Background: an optimization exercise with open tools, aiming at a short achievable clock period and few clock cycles. Do not read the settings as production practice.
Where RTL was checked, it was by simulation tests only, not by an equivalence proof against the original.
No activity file was given, so power comes from the tool's default toggle rates.

==> trial 28 <==
## cpu16
module cpu16 (
    input  logic        clk,
    input  logic        rst_n,
    input  logic [15:0] instr,
    output logic [15:0] pc,
    output logic        wb_valid,
    output logic [3:0]  wb_addr,
    output logic [15:0] wb_data
);
    localparam int NB = 2;   
    function automatic logic [15:0] onehot(input logic [3:0] x);
        onehot = 16'd1 << x;
    endfunction
    function automatic logic [8:0] add8(input logic [7:0] x, input logic [7:0] y,
                                        input logic cin);
        logic [7:0] g, p;
        g = x & y;
        p = x | y;
        g[0] = g[0] | (p[0] & cin);
        for (int k = 1; k < 8; k = k * 2)
            for (int i = 7; i >= k; i--) begin
                g[i] = g[i] | (p[i] & g[i-k]);
                p[i] = p[i] & p[i-k];
            end
        add8 = {g[7], (x ^ {g[6:0], cin}) ^ y};
    endfunction
    function automatic logic is_rtype(input logic [3:0] op);
        is_rtype = (op == 4'd4) || (op == 4'd5) || (op == 4'd8) || (op == 4'd11) ||
                   (op == 4'd12) || (op == 4'd15);
    endfunction
    logic [15:0] regs [1:15];
    logic [15:0] pc_i;
    logic        d_valid;
    logic [15:0] d_ir;
    logic [15:0] d_pc2;
    logic        d_bp;         
    logic [15:0] d_btgt;
    logic [15:0] d_a_oh, d_b_oh, d_d_oh;
    logic [3:0]  d_asrc;
    logic        e1_valid, e1_wrnz, e1_wr;
    logic [3:0]  e1_rd;
    logic        e1_br, e1_bne, e1_pt, e1_red, e1_exact;
    logic        e1_sub, e1_add, e1_nand, e1_or, e1_shl, e1_shr, e1_arith;
    logic [3:0]  e1_amt;
    logic [7:0]  e1_alo, e1_ahi, e1_blo, e1_bhi;    
    logic [15:0] e1_d, e1_pc2, e1_ptgt;
    logic        e1_fa1, e1_fb1, e1_fd1;    
    logic        e1_fa2, e1_fb2, e1_fd2;    
    logic        e2_valid, e2_wrnz, e2_wr;
    logic [3:0]  e2_rd;
    logic        e2_br, e2_bne, e2_red, e2_exact;
  ...
Settings: LEC_CHECK=0, ABC_CLOCK_PERIOD_IN_PS=2500, CAP_MARGIN=20, CORE_MARGIN=2, CORE_UTILIZATION=40, SETUP_SLACK_MARGIN=5, SLEW_MARGIN=20; clock period 7.5 ns.
run.sh (not shown) runs the stock make flow with config.mk's settings and CLKGATE_MAP_FILE= SYNTH_SCRIPT=/design/flow/synth_recipe.tcl, a recipe that flattens the netlist after the stock synthesis.
==> build 86: changes against trial 28 <==
--- a/flow/design.v
+++ b/flow/design.v
@@ -29,29 +29,34 @@
         is_rtype = (op == 4'd4) || (op == 4'd5) || (op == 4'd8) || (op == 4'd11) ||
                    (op == 4'd12) || (op == 4'd15);
     endfunction
     logic [15:0] regs [1:15];
     logic [15:0] pc_i;
+    logic        r_redir;
+    logic [15:0] r_tgt, r_pc2;
+    logic        r_taken;
     logic        d_valid;
     logic [15:0] d_ir;
     logic [15:0] d_pc2;
     logic        d_bp;         
     logic [15:0] d_btgt;
     logic [15:0] d_a_oh, d_b_oh, d_d_oh;
     logic [3:0]  d_asrc;
     logic        e1_valid, e1_wrnz, e1_wr;
     logic [3:0]  e1_rd;
-    logic        e1_br, e1_bne, e1_pt, e1_red, e1_exact;
+    logic        e1_br, e1_bne, e1_pt, e1_red, e1_exact, e1_jmp;
+    logic        e1_known, e1_deq;    
     logic        e1_sub, e1_add, e1_nand, e1_or, e1_shl, e1_shr, e1_arith;
     logic [3:0]  e1_amt;
     logic [7:0]  e1_alo, e1_ahi, e1_blo, e1_bhi;    
     logic [15:0] e1_d, e1_pc2, e1_ptgt;
     logic        e1_fa1, e1_fb1, e1_fd1;    
     logic        e1_fa2, e1_fb2, e1_fd2;    
     logic        e2_valid, e2_wrnz, e2_wr;
     logic [3:0]  e2_rd;
     logic        e2_br, e2_bne, e2_red, e2_exact;
+    logic        e2_pend;      
     logic        e2_sub, e2_add, e2_nand, e2_or, e2_shl, e2_shr;
     logic [3:0]  e2_amt;
     logic        e2_c8, e2_eqlo, e2_eqhi;
     logic [7:0]  e2_alo, e2_ahi, e2_bhi, e2_shr_hi;
     logic [15:0] e2_d, e2_pc2, e2_ptgt;
@@ -62,13 +67,13 @@
     logic        w_wrnz;
     logic [15:1] w_we;
     logic [NB-1:0] btb_v;
     logic [15:0]   btb_tag [NB];
     logic [15:0]   btb_tgt [NB];
-    logic [$clog2(NB)-1:0] btb_rr;
+    logic          btb_rr;    
     logic [7:0]  a_hi, b_hi, add_hi, nand_hi, or_hi, shl_hi, res_hi;
-    logic [15:0] a_full, shl_full, e2_target, e2_tgt_full;
+    logic [15:0] a_full, shl_full, e2_tgt_full;
     logic        eq, taken, e2_redir;
     assign a_hi = e2_fa1 ? rq[15:8] : e2_ahi;
     assign b_hi = e2_fb1 ? (rq[15:8] ^ {8{e2_sub}}) : e2_bhi;
     assign a_full   = {a_hi, e2_alo};
     logic [8:0] add_hi9;
@@ -93,13 +98,15 @@
         endcase
     end
     assign eq          = e2_eqlo & eq_hi;
     assign taken       = e2_br & (eq ^ e2_bne);
     assign e2_tgt_full = e2_fd1 ? rq : e2_d;
-    assign e2_redir    = e2_valid &
-                         (taken ? !(e2_red && (e2_exact || (e2_fd1 ? e2_ptgt == rq : e2_tgt_eq))) : e2_red);
-    assign e2_target   = taken ? e2_tgt_full : e2_pc2;
+    logic e2_early;
+    assign e2_early    = e2_valid & !r_redir & e2_pend;
+    assign e2_redir    = e2_valid & !r_redir &
+                         (taken ? !(e2_pend || (e2_red && (e2_exact || (e2_fd1 ? e2_ptgt == rq : e2_tgt_eq))))
+                                : (e2_red || e2_pend));
     logic [7:0]  a_lo, b_lo, add_lo, nand_lo, or_lo, shl_lo, res_lo, a_hi1;
     logic        c8;
     logic [15:0] shr_full;
     logic [31:0] shr_ext;
     logic        e1_redir;
@@ -118,11 +125,15 @@
     assign res_lo   = ({8{e1_add | e1_sub}} & add_lo)
                     | ({8{e1_nand}} & nand_lo)
                     | ({8{e1_or}}   & or_lo)
                     | ({8{e1_shl}}  & shl_lo)
                     | ({8{e1_shr}}  & shr_full[7:0]);
-    assign e1_redir  = e1_valid & e1_pt & !e1_red;
+    logic e1_take, e1_go, e1_undo;
+    assign e1_take   = e1_br & (e1_known ? (e1_deq ^ e1_bne) : e1_pt);
+    assign e1_go     = e1_take & !e1_red & !e1_fd1;
+    assign e1_undo   = e1_br & !e1_take & e1_red;
+    assign e1_redir  = e1_valid & (e1_jmp | e1_go | e1_undo);
     logic [3:0] d_op, d_rd, d_rs, d_rt;
     assign d_op = d_ir[15:12];
     assign d_rd = d_ir[11:8];
     assign d_rs = d_ir[7:4];
     assign d_rt = d_ir[3:0];
@@ -185,14 +196,10 @@
     logic [15:0] d_imm16, d_bv;
     assign d_imm16 = {(d_zext ? 8'd0 : {8{d_ir[7]}}), d_ir[7:0]};
     assign d_bv    = (d_imm ? d_imm16 : rd_b) ^ {16{d_sub}};
     logic d_stall;
     assign d_stall = d_valid & d_shr & fa1;
-    logic        d_redir;
-    logic [15:0] d_target;
-    assign d_redir  = d_valid & d_jmp;
-    assign d_target = d_pc2 + {4'd0, d_ir[11:0]};
     logic [3:0] f_op, f_rd, f_rs, f_rt, f_asrc;
     assign f_op   = instr[15:12];
     assign f_rd   = instr[11:8];
     assign f_rs   = instr[7:4];
     assign f_rt   = instr[3:0];
@@ -209,58 +216,64 @@
         end
     end
     logic f_bp;
     assign f_bp = |btb_hit;
     logic kill_d, kill_e1, take_f;
-    assign kill_e1 = e2_redir;                  
-    assign kill_d  = e2_redir | e1_redir;       
-    assign take_f  = !kill_d && !d_redir && !d_stall;
-    logic        s_e1d, s_e1q, s_e1r, s_d, s_h, s_b, s_s;
+    assign kill_e1 = r_redir | e2_early;
+    assign kill_d  = r_redir | e2_early | e1_redir;
+    assign take_f  = !kill_d && !d_stall;
+    logic [15:0] d_pc;
+    assign d_pc = d_pc2 - 16'd2;
+    logic        s_e2q, s_e1d, s_e1q, s_e1u, s_h, s_b, s_s;
     logic [15:0] pc_rest;
-    assign s_e1d = e1_redir & !e1_fd1 & !e1_fd2;
-    assign s_e1q = e1_redir & !e1_fd1 &  e1_fd2;
-    assign s_e1r = e1_redir &  e1_fd1;
-    assign s_d   = !e1_redir & d_redir;
-    assign s_h   = !e1_redir & !d_redir & d_stall;
-    assign s_b   = !e1_redir & !d_redir & !d_stall & f_bp;
-    assign s_s   = !e1_redir & !d_redir & !d_stall & !f_bp;
-    assign pc_rest = ({16{s_e1d}} & e1_d)
+    assign s_e2q = e2_early;
+    assign s_e1d = !e2_early & e1_redir & !e1_undo & !e1_fd2;
+    assign s_e1q = !e2_early & e1_redir & !e1_undo &  e1_fd2;
+    assign s_e1u = !e2_early & e1_redir &  e1_undo;
+    assign s_h   = !e2_early & !e1_redir & d_stall;
+    assign s_b   = !e2_early & !e1_redir & !d_stall & f_bp;
+    assign s_s   = !e2_early & !e1_redir & !d_stall & !f_bp;
+    assign pc_rest = ({16{s_e2q}} & rq)
+                   | ({16{s_e1d}} & e1_d)
                    | ({16{s_e1q}} & rq)
-                   | ({16{s_e1r}} & {res_hi, lq})
-                   | ({16{s_d}}   & d_target)
-                   | ({16{s_h}}   & pc_i)
+                   | ({16{s_e1u}} & e1_pc2)
+                   | ({16{s_h}}   & d_pc)
                    | ({16{s_b}}   & f_btgt)
                    | ({16{s_s}}   & pc2);
     logic        started;
+    logic        e2_ok;        
+    assign e2_ok = e2_valid & !r_redir;
     logic [15:0] pc_next;
-    assign pc_next = !started ? 16'd0 : e2_redir ? e2_target : pc_rest;
+    assign pc_next = !started ? 16'd0 : r_redir ? (r_taken ? r_tgt : r_pc2) : pc_rest;
     always_ff @(posedge clk) begin
         pc <= pc_next;
     end
     always_ff @(posedge clk or negedge rst_n) begin
         if (!rst_n) begin
             started  <= 1'b0;
+            r_redir  <= 1'b0;
             pc_i     <= 16'd0;
             d_valid  <= 1'b0;
             e1_valid <= 1'b0;
             e2_valid <= 1'b0;
             w_wrnz   <= 1'b0;
             w_we     <= '0;
             wb_valid <= 1'b0;
         end else begin
             started  <= 1'b1;
+            r_redir  <= e2_redir;
             pc_i     <= pc_next;
-            d_valid  <= started & (take_f | (d_stall & !kill_d));
+            d_valid  <= started & take_f;
             e1_valid <= d_valid && !kill_d && !d_stall;
             e2_valid <= e1_valid && !kill_e1;
-            w_wrnz   <= e2_valid && e2_wrnz;
-            for (int i = 1; i < 16; i++) w_we[i] <= e2_valid && e2_wrnz && (e2_rd == 4'(i));
-            wb_valid <= e2_valid && e2_wr;
+            w_wrnz   <= e2_ok && e2_wrnz;
+            for (int i = 1; i < 16; i++) w_we[i] <= e2_ok && e2_wrnz && (e2_rd == 4'(i));
+            wb_valid <= e2_ok && e2_wr;
         end
     end
     always_ff @(posedge clk) begin
-        if (!d_stall) begin
+        begin
             d_ir   <= instr;
             d_pc2  <= pc2;
             d_bp   <= f_bp;
             d_btgt <= f_btgt;
             d_a_oh <= onehot(f_asrc);
@@ -274,10 +287,12 @@
         e1_wr    <= d_wr;
         e1_rd    <= d_rd;
         e1_br    <= d_br;
         e1_bne   <= d_op[0];
         e1_pt    <= d_pt;
+        e1_known <= !(fa1 | fa2 | fb1 | fb2);
+        e1_deq   <= (rd_a == rd_b);
         e1_red   <= d_bp;
         e1_exact <= !d_bp;
         e1_ptgt  <= d_btgt;
         e1_pc2   <= d_pc2;
         e1_add   <= d_add;
@@ -288,27 +303,29 @@
         e1_shr   <= d_shr;
         e1_arith <= d_rt[1] & d_rt[0];
         e1_amt   <= d_rs;
         e1_fa1   <= fa1;
         e1_fb1   <= fb1;
-        e1_fd1   <= fd1;
+        e1_fd1   <= fd1 & !d_jmp;
+        e1_jmp   <= d_jmp;
         e1_fa2   <= fa2 & !fa1;
         e1_fb2   <= fb2 & !fb1;
-        e1_fd2   <= fd2 & !fd1;
+        e1_fd2   <= fd2 & !fd1 & !d_jmp;
         e1_alo   <= fa2 ? lq : rd_a[7:0];
         e1_ahi   <= rd_a[15:8];
         e1_blo   <= fb2 ? (lq ^ {8{d_sub}}) : d_bv[7:0];
         e1_bhi   <= d_bv[15:8];
-        e1_d     <= rd_d;
+        e1_d     <= d_jmp ? d_pc2 + {4'd0, d_ir[11:0]} : rd_d;
     end
     always_ff @(posedge clk) begin
         e2_wrnz   <= e1_wrnz;
         e2_wr     <= e1_wr;
         e2_rd     <= e1_rd;
         e2_br     <= e1_br;
         e2_bne    <= e1_bne;
-        e2_red    <= e1_red | e1_redir;
+        e2_red    <= (e1_red & !e1_undo) | e1_go;
+        e2_pend   <= e1_take & !e1_red & e1_fd1;
         e2_exact  <= e1_red ? e1_exact : 1'b1;
         e2_ptgt   <= e1_ptgt;
         e2_pc2    <= e1_pc2;
         e2_add    <= e1_add | e1_sub;
         e2_sub    <= e1_sub;
@@ -332,11 +349,14 @@
         lq        <= res_lo;
     end
     always_ff @(posedge clk) begin
         rq      <= {res_hi, lq};
         wb_addr <= e2_rd;
-        wb_data <= {res_hi, lq} & {16{e2_valid & e2_wr}};    
+        wb_data <= {res_hi, lq} & {16{e2_ok & e2_wr}};    
+        r_tgt    <= e2_tgt_full;
+        r_pc2    <= e2_pc2;
+        r_taken  <= taken;
         for (int i = 1; i < 16; i++) begin
             if (w_we[i]) regs[i] <= rq;
         end
     end
     logic          u_v;
@@ -349,11 +369,11 @@
         if (!rst_n) begin
             u_v    <= 1'b0;
             btb_v  <= '0;
             btb_rr <= '0;
         end else begin
-            u_v <= e2_valid && taken;
+            u_v <= e2_ok && taken;
             if (u_v && !(|u_hit)) begin
                 btb_v[btb_rr] <= 1'b1;
                 btb_rr        <= btb_rr + 1'b1;
             end
         end
==> summary of the runs <==
- In trial 28 the global-route usage is higher than in build 86, by 2.0 points.
- Die area is about the same in trial 28 and build 86.
- Sequential power is about the same in trial 28 and build 86.
- Trial 28 completed without violations. Build 86 finished with timing, DRC and antenna clean.
- Against trial 28, the final cell count of build 86 is higher by 3.8%.
- Utilization: build 86 is higher than trial 28 (0.69 points).
- In trial 28 the clock power is lower than in build 86, by about 3%.
- Between trial 28 and build 86, the lower flip-flop and latch count is in trial 28 (gap 18).
- Against trial 28, the first-iteration DRC count of build 86 is larger by about 3%.
- Synthesized area is about the same in trial 28 and build 86.
- Hold slack: trial 28 is higher than build 86 (0.0032 ns).
- Synthesized cell count: build 86 is higher than trial 28 (about 3.3%).
Testbench counts of build 86, summed over its fixed seeds: cycles 30,994.
Function not checked in trial 28: the RTL went through the layout flow alone.

static timing again, ports no longer ideal:
In the flow no input, the clock included, has a driving cell. The finished layouts below were timed again as built, in two steps. Step 1, drivers: a clkbuf_16 drives clk and a buf_2 each remaining input, both assumed. Step 2 also shifts input and output timing later by t, the mid clock arrival at the registers, as if the neighbouring blocks saw the same clock. Slacks: no drivers / after step 1 / after step 2; pairs: no drivers / after step 1.
| run | shift t [ns] | setup WS [ns] | slew at the worst register clock pin (ns) |
|---|---|---|---|
| trial 28 | 0.703 | 4.625 / 4.625 / 4.328 | 0.07 / 0.07 |
| build 86 | 0.702 | 4.872 / 4.808 / 4.410 | 0.07 / 0.07 |
After both steps setup and hold are still met in every run listed. For build 86, which loses most, drivers alone change the setup slack by -0.064 ns; drivers and shift together by -0.462 ns.
